Context: an optimization exercise on an open-source flow, tuned for small area, a short achievable clock period and few clock cycles per item. The choices shown serve that exercise and are no tape-out recipe.
In this exercise RTL edits were held to simulation tests only and were not proved equivalent to the original.

### config.mk
export PLATFORM = sky130hd
export DESIGN_NAME = hsv2rgb_top
export DESIGN_NICKNAME = hsv2rgb_top
export VERILOG_FILES = /design/flow/design.v
export SDC_FILE = /design/flow/constraint.sdc
export NUM_CORES = 4
export LEC_CHECK = 0
export CAP_MARGIN = 20
export CORE_MARGIN = 2
export CORE_UTILIZATION = 40
export SLEW_MARGIN = 20
### constraint.sdc
create_clock -name core_clock -period 7.5 [get_ports {clk}]
set_input_delay 1.5000 -clock core_clock [delete_from_list [all_inputs] [get_ports {clk}]]
set_output_delay 1.5000 -clock core_clock [all_outputs]
set_load 0.01 [all_outputs]
### design.v
package hsv2rgb_pkg;
	localparam int HUE_W = 13;
	localparam int PCT_W = 7;
	localparam int CH_W  = 8;
	localparam logic [PCT_W-1:0] PCT_MAX = 7'd100;
	localparam int V255_W = 15;
	localparam int ZN_W = 22;
	localparam int XM_W = 28;
	localparam int FULL_DIV = 100;
	localparam int ZERO_DIV = 10000;
	localparam int X_DIV    = 600000;
	localparam logic [8:0] FULL_REC = 9'd327;
	localparam int         FULL_SH  = 15;
	localparam logic [8:0] ZERO_REC = 9'd419;
	localparam int         ZERO_SH  = 22;
	localparam logic [8:0] X_REC    = 9'd447;
	localparam int         X_SH     = 28;
	typedef struct packed {
		logic [HUE_W-1:0] hue;
		logic [PCT_W-1:0] saturation;
		logic [PCT_W-1:0] brightness;
	} hsv_t;
	typedef struct packed {
		logic [CH_W-1:0] red;
		logic [CH_W-1:0] green;
		logic [CH_W-1:0] blue;
		logic            in_range;
	} rgb_t;
endpackage
import hsv2rgb_pkg::*;
module hsv_to_rgb_converter_core #(
	parameter int HUE_FRAC_BITS = 4
) (
	input  logic               clk,
	input  logic               arst_n,
	input  logic               start,
	output logic               busy,
	input  hsv2rgb_pkg::hsv_t  hsv,
	output logic               done,
	output hsv2rgb_pkg::rgb_t  rgb
);
	localparam int SIXTY   = 60 << HUE_FRAC_BITS;
	localparam int HUE_TOP = 360 << HUE_FRAC_BITS;
	localparam int DIST_W  = $clog2(SIXTY + 1);
	localparam int T_W     = $clog2(100 * SIXTY + 1);
	localparam int SD_W    = PCT_W + DIST_W;
	localparam int N_W     = V255_W + T_W;
	localparam int FP_W = V255_W + 9;
	localparam int ZP_W = ZN_W + 9;
	localparam int XP_W = XM_W + 9;
	assign busy = 1'b0;
	logic take;
	assign take = start & ~busy;
	logic valid_s1, valid_s2, valid_s3, valid_s4, valid_s5;
	always_ff @(posedge clk or negedge arst_n) begin
		if (!arst_n) begin
			valid_s1 <= 1'b0;
			valid_s2 <= 1'b0;
			valid_s3 <= 1'b0;
			valid_s4 <= 1'b0;
			valid_s5 <= 1'b0;
		end else begin
			valid_s1 <= take;
			valid_s2 <= valid_s1;
			valid_s3 <= valid_s2;
			valid_s4 <= valid_s3;
			valid_s5 <= valid_s4;
		end
	end
	logic [31:0]        hue_c;
	logic [2:0]         sec_c;
	logic [31:0]        base_c;
	logic [31:0]        hm_c;
	logic [DIST_W-1:0]  dist_c;
	logic               ok_c;
	assign hue_c = 32'(hsv.hue);
	assign ok_c  = (hue_c <= 32'(HUE_TOP)) && (hsv.saturation <= PCT_MAX)
		&& (hsv.brightness <= PCT_MAX);
	always_comb begin
		sec_c = 3'd0;
		for (int k = 1; k <= 5; k++) begin
			if (hue_c >= 32'(k * SIXTY)) begin
				sec_c = 3'(k);
			end
		end
	end
	always_comb begin
		unique case (sec_c)
			3'd0, 3'd1: base_c = 32'd0;
			3'd2, 3'd3: base_c = 32'(2 * SIXTY);
			default:    base_c = 32'(4 * SIXTY);
		endcase
	end
	assign hm_c   = hue_c - base_c;
	assign dist_c = (hm_c >= 32'(SIXTY)) ? DIST_W'(hm_c - 32'(SIXTY))
		: DIST_W'(32'(SIXTY) - hm_c);
	logic [2:0]         sec_s1;
	logic               ok_s1;
	logic [DIST_W-1:0]  dist_s1;
	logic [PCT_W-1:0]   sat_s1;
	logic [V255_W-1:0]  v255_s1;
	always_ff @(posedge clk) begin
		sec_s1  <= sec_c;
		ok_s1   <= ok_c;
		dist_s1 <= dist_c;
		sat_s1  <= hsv.saturation;
		v255_s1 <= (V255_W'(hsv.brightness) << 8) - V255_W'(hsv.brightness);
	end
	logic [SD_W-1:0]   sd_c;
	logic [T_W-1:0]    t_c;
	logic [PCT_W-1:0]  sc_c;
	logic [ZN_W-1:0]   zn_c;
	assign sd_c = SD_W'(sat_s1) * SD_W'(dist_s1);
	assign t_c  = T_W'(100 * SIXTY) - T_W'(sd_c);
	assign sc_c = PCT_MAX - sat_s1;
	assign zn_c = ZN_W'(v255_s1) * ZN_W'(sc_c);
	logic [2:0]         sec_s2;
	logic               ok_s2;
	logic [V255_W-1:0]  v255_s2;
	logic [T_W-1:0]     t_s2;
	logic [ZN_W-1:0]    zn_s2;
	always_ff @(posedge clk) begin
		sec_s2  <= sec_s1;
		ok_s2   <= ok_s1;
		v255_s2 <= v255_s1;
		t_s2    <= t_c;
		zn_s2   <= zn_c;
	end
	logic [N_W-1:0]             n_c;
	logic [FP_W-1:0]            fp_c;
	logic [ZP_W-1:0]            zp_c;
	assign n_c  = N_W'(v255_s2) * N_W'(t_s2);
	assign fp_c = FP_W'(v255_s2) * FP_W'(FULL_REC);
	assign zp_c = ZP_W'(zn_s2) * ZP_W'(ZERO_REC);
	logic [2:0]         sec_s3;
	logic               ok_s3;
	logic [V255_W-1:0]  v255_s3;
	logic [ZN_W-1:0]    zn_s3;
	logic [XM_W-1:0]    m_s3;
	logic [CH_W-1:0]    fe_s3;
	logic [CH_W-1:0]    ze_s3;
	always_ff @(posedge clk) begin
		sec_s3  <= sec_s2;
		ok_s3   <= ok_s2;
		v255_s3 <= v255_s2;
		zn_s3   <= zn_s2;
		m_s3    <= XM_W'(n_c >> HUE_FRAC_BITS);
		fe_s3   <= fp_c[FULL_SH +: CH_W];
		ze_s3   <= zp_c[ZERO_SH +: CH_W];
	end
	logic [V255_W-1:0]   fm_c;
	logic [V255_W-1:0]   fr_c;
	logic [ZN_W-1:0]     zm_c;
	logic [ZN_W-1:0]     zr_c;
	logic [XP_W-1:0]     xp_c;
	assign fm_c = V255_W'(fe_s3) * V255_W'(FULL_DIV);
	assign fr_c = v255_s3 - fm_c;
	assign zm_c = ZN_W'(ze_s3) * ZN_W'(ZERO_DIV);
	assign zr_c = zn_s3 - zm_c;
	assign xp_c = XP_W'(m_s3) * XP_W'(X_REC);
	logic [2:0]       sec_s4;
	logic             ok_s4;
	logic [XM_W-1:0]  m_s4;
	logic [CH_W-1:0]  full_s4;
	logic [CH_W-1:0]  zero_s4;
	logic [CH_W-1:0]  xe_s4;
	always_ff @(posedge clk) begin
		sec_s4  <= sec_s3;
		ok_s4   <= ok_s3;
		m_s4    <= m_s3;
		full_s4 <= fe_s3 + CH_W'(fr_c >= V255_W'(FULL_DIV));
		zero_s4 <= ze_s3 + CH_W'(zr_c >= ZN_W'(ZERO_DIV));
		xe_s4   <= xp_c[X_SH +: CH_W];
	end
	logic [XM_W-1:0]  xm_c;
	logic [XM_W-1:0]  xr_c;
	logic [CH_W-1:0]  x_c;
	hsv2rgb_pkg::rgb_t             pix_c;
	assign xm_c = XM_W'(xe_s4) * XM_W'(X_DIV);
	assign xr_c = m_s4 - xm_c;
	assign x_c  = xe_s4 + CH_W'(xr_c >= XM_W'(X_DIV));
	always_comb begin
		pix_c.in_range = ok_s4;
		unique case (sec_s4)
			3'd0: begin
				pix_c.red = full_s4; pix_c.green = x_c;     pix_c.blue = zero_s4;
			end
			3'd1: begin
				pix_c.red = x_c;     pix_c.green = full_s4; pix_c.blue = zero_s4;
			end
			3'd2: begin
				pix_c.red = zero_s4; pix_c.green = full_s4; pix_c.blue = x_c;
			end
			3'd3: begin
				pix_c.red = zero_s4; pix_c.green = x_c;     pix_c.blue = full_s4;
			end
			3'd4: begin
				pix_c.red = x_c;     pix_c.green = zero_s4; pix_c.blue = full_s4;
			end
			default: begin
				pix_c.red = full_s4; pix_c.green = zero_s4; pix_c.blue = x_c;
			end
		endcase
		if (!ok_s4) begin
			pix_c.red   = '0;
			pix_c.green = '0;
			pix_c.blue  = '0;
		end
	end
	hsv2rgb_pkg::rgb_t pix_s5;
	always_ff @(posedge clk) begin
		pix_s5 <= pix_c;
	end
	assign done = valid_s5;
	assign rgb  = pix_s5;
endmodule
module hsv2rgb_top (
	input  logic        clk,
	input  logic        arst_n,
	input  logic        start,
	output logic        busy,
	input  logic [12:0] hue,
	input  logic [6:0]  saturation,
	input  logic [6:0]  brightness,
	output logic        done,
	output logic [7:0]  red,
	output logic [7:0]  green,
	output logic [7:0]  blue,
	output logic        in_range
);
	hsv2rgb_pkg::hsv_t px;
	hsv2rgb_pkg::rgb_t pix;
	assign px.hue        = hue;
	assign px.saturation = saturation;
	assign px.brightness = brightness;
	hsv_to_rgb_converter_core #(
		.HUE_FRAC_BITS(4)
	) u_core (
		.clk   (clk),
		.arst_n(arst_n),
		.start (start),
		.busy  (busy),
		.hsv   (px),
		.done  (done),
		.rgb   (pix)
	);
	assign red      = pix.red;
	assign green    = pix.green;
	assign blue     = pix.blue;
	assign in_range = pix.in_range;
endmodule
### run.sh
#!/bin/bash
# synth_recipe.tcl (not shown) runs the flow's synth.tcl, then flattens the netlist and writes it again
# the make line also repeats each setting of config.mk as NAME=value (left out here)
make -C /OpenROAD-flow-scripts/flow DESIGN_CONFIG=/design/flow/config.mk WORK_HOME=/design/flow/orfs CLKGATE_MAP_FILE= SYNTH_SCRIPT=/design/flow/synth_recipe.tcl finish
==> flow_summary_export.csv <==
group,metric,value,unit
yosys,yosysTopAreaCellShare,30.5,%
timing,report.final.slew_viol_count,0,
setup_path,r2r_start,"u_core.xe_s4[7]",
yosys,syn_area_per_cell,9.46,sq um
finish,layout.cells.most_common,"inv_1",
yosys,synth_edf_count,0,
finish,drive_above_1_share,3.98,%
drt,vias,24900,
drt,drc,0,
drt,drtIter0Drc,908,
outcome,outcome,"no timing/DRC/antenna violations",
placement,numPortBuffers,55,
setup_path,crit_start,"u_core.xe_s4[7]",
yosys,ys_ff_latch,253,
floorplanning,fp.coreArea,88800,sq um
placement,place_area,38100,sq um
drt,dr.pass1.iters,5,
timing,tightest_slew,1.01,ns
drt,antenna_left,0,
finish,antennaDiodeCount,0,
grt,grt-ovfl-total,0,
yosys,yosysSeqAreaShare,14.2,%
grt,antenna_found_initial,2,
setup_path,arrival,7.55,ns
yosys,ys_top_cells_by_area,"fa_1 31%, ha_1 21%, dfxtp_1 14%, inv_1 8.5%, and2_1 3.5%",
floorplanning,row_count,109,
finish,area.growth.synth_to_final,9.30,%
yosys,syn-num-nets,4977,
clock_network,cts_hold_buf,0,
placement,place_ws,-0.0813,ns
setup_path,cp_slowest_cell,"fa_1",
clock_network,worstSkewPairLatency,0.54,ns
timing,finalSetupViolCount,0,
yosys,yosys_warnings,1,
grt,grt_max_degree,29,
grt,grt_pass1_wl,131000,microns
yosys,syn-instance-count,3800,
setup_path,cp_slowest_stage_delay,0.56,ns
setup_path,r2r_end,"u_core.pix_s5[15]",
floorplanning,start_util,40.5,%
timing,rsz0062_at_grt,"false",
yosys,synth_top_area_cell,"fa_1",
placement,hpwl,65000,microns
clock_network,h-tree-depth,2,
timing,finalHoldViolations,0,
finish,utilization,44.3,%
setup_path,crit_end,"u_core.pix_s5[15]",
setup_path,reg2reg_depth,31,
job,drv_cap,0,
yosys,synthArstFlopShare,1.98,%
finish,final_area,39300,sq um
setup_path,crit_top_cell,"fa_1",
clock_network,clk_pin_slew,0.06,ns
clock_network,numCtsBuffers,34,
timing,fin_crit_sh,95.0,%
grt,grtUsageTotal,17.2,%
timing,finalCriticalPeriod,7.13,ns
clock_network,cts.sink_count,253,
floorplanning,ios,57,
finish,final_cell_mix,"817 x inv_1, 596 x ha_1, 547 x fa_1, 332 x nand2_1, 247 x dfxtp_1",
placement,place_congestion,0.834,
worst_hold_path,hold_path.class,"reg -> reg",
drt,wl_per_cell,15.2,microns
setup_path,crit_required,7.92,ns
worst_hold_path,min_from,"u_core.ok_s1",
timing,fmax,0.140,GHz
floorplanning,die_y,304,microns
clock_network,clock-root-buffer,"clkbuf_16",
setup_path,critPathLaunchType,"flop",
setup_path,cp_max_fo,5,
timing,worst_slack,0.372,ns
setup_path,critPathCaptureType,"flop",
finish,nNetsFinal,5053,
yosys,synthesis.area,36000,sq um
grt,first_global_vias,26400,
setup_path,critPathKind,"reg -> reg",
floorplanning,dieArea,92300,sq um
timing,max_slew_margin,32.6,%
yosys,ys.flop_type,"dfxtp_1",
clock_network,ctsLongestPathBuffers,3,
yosys,ys_types,84,
clock_network,cts_tree,"built",
drt,avgViaCountPerCell,4.93,
timing,clock_skew,0.0272,ns
drt,drt-total-wl,77000,microns
setup_path,r2r_setup_slack,0.37,ns
floorplanning,die_w,304,microns
-- kinds of logic after synthesis --
logic type	count (synthesis)	synth area share (%)
adders and majority gates	1148	51.4
other	1	0.0104
xor gates and xnor gates	183	4.53
muxes	9	0.254
buffers and inverters	888	9.28
DFF	253	14.2
AOI/OAI and AO/OA	479	8.91
and+or+nand+nor	839	11.5
-- cells in the mapped netlist, drive strengths merged, types with 11 or more instances --
cell    count
a211oi     17
a21boi     15
a21o       54
a21oi     130
a221oi     13
a31oi      15
and2      204
and3       18
clkbuf     67
dfxtp     248
fa        548
ha        599
inv       817
nand2     332
nand2b     25
nand3      29
nand4      13
nor2       99
nor2b      32
nor3       37
o21a       24
o21ai      89
o21bai     13
o22ai      11
or2        12
xnor2     121
xor2       60
-- final cells by class --
cell class                      instances  area [sq um]
Fill cell                            8606         49500
Multi-Input combinational cell       2659         27600
Sequential cell                       253          5090
Inverter                              818          3070
Tap cell                             1165          1460
Timing Repair Buffer                  110           963
Clock buffer                           40           915
Clock inverter                         17           189
-- sequential cells by signal, indices dropped and copies added, names as in the netlist, 10 cells and up --
register        cells
u_core.dist_s1     10
u_core.m_s3        28
u_core.m_s4        22
u_core.pix_s5      25
u_core.t_s2        17
u_core.v255_s1     15
u_core.v255_s2     15
u_core.v255_s3     13
u_core.zn_s2       22
u_core.zn_s3       18
-- worst min path at each step --
| stage | to | slack, ns | cells after the start |
|---|---|---|---|
| 2_1_floorplan | u_core.ok_s2 | 0.31 | 0 |
| 3_3_place_gp | u_core.ok_s2 | 0.31 | 0 |
| 3_5_place_dp | u_core.ok_s4 | 0.32 | 0 |
| 4_1_cts | u_core.ok_s4 | 0.33 | 0 |
| 5_1_grt | u_core.sec_s3[1] | 0.34 | 0 |
| 6_report | u_core.ok_s2 | 0.33 | 0 |
-- routing by layer --
metal  part of all wire (%)  GRT usage [%]  wire, microns
met2                     46           28.6          35500
met4                    2.6           4.91           1990
met5                  0.017              0             13
met1                     47           23.5          36300
met3                    4.3           2.31           3300
-- what timing repair did --
item	CTS	global route
gates resized for setup	5	13
buffers inserted	0	1
endpoints found under the hold margin	0	0
setup endpoints to repair	7	22
gates cloned	0	0
pin swaps	0	13
-- stage by stage --
step | hold slack [ns] | TNS, ns | std cells
6_report | 0.330 | 0 | 5062
5_1_grt | 0.339 | 0 | 5062
4_1_cts | 0.332 | 0 | 5061
3_5_place_dp | 0.318 | -0.165 | 5004
3_3_place_gp | 0.313 | 0 | 5004
2_1_floorplan | 0.310 | 0 | 3800
-- critical path: cells and delay by family (launching register included) --
kind                       cells  cell delay (ns)
muxes                          1             0.13
AOI/OAI and AO/OA             11             1.78
DFF                            1             0.33
buffers and inverters          3             0.28
xor gates and xnor gates       2             0.27
adders and majority gates      8             3.05
and+or+nand+nor                6             1.17
Testbench counts, summed over its fixed seeds: cycles 16,040, items 16,000.

## what the ideal ports hide
No port has a modelled driver above. Below, the same layout with a new extraction and two added sets of constraints. Step 1, drivers: a clkbuf_16 drives clk and a buf_2 each remaining input, both assumed. Step 2, shift: input delay + t, output delay - t, t = (earliest + latest rising clock arrival at the registers) / 2. This alone moves slack from input paths to output paths. Slacks: ideal / step 1 / step 2; pairs: ideal / step 1.
t (ns): 0.585
setup slack, ns: 0.372 / 0.372 / 0.372
worst register clock-pin slew, ns: 0.06 / 0.06
After both steps this run still meets setup and hold. The setup slack of this run moves by 0.000 ns with the drivers and by 0.000 ns with both steps.
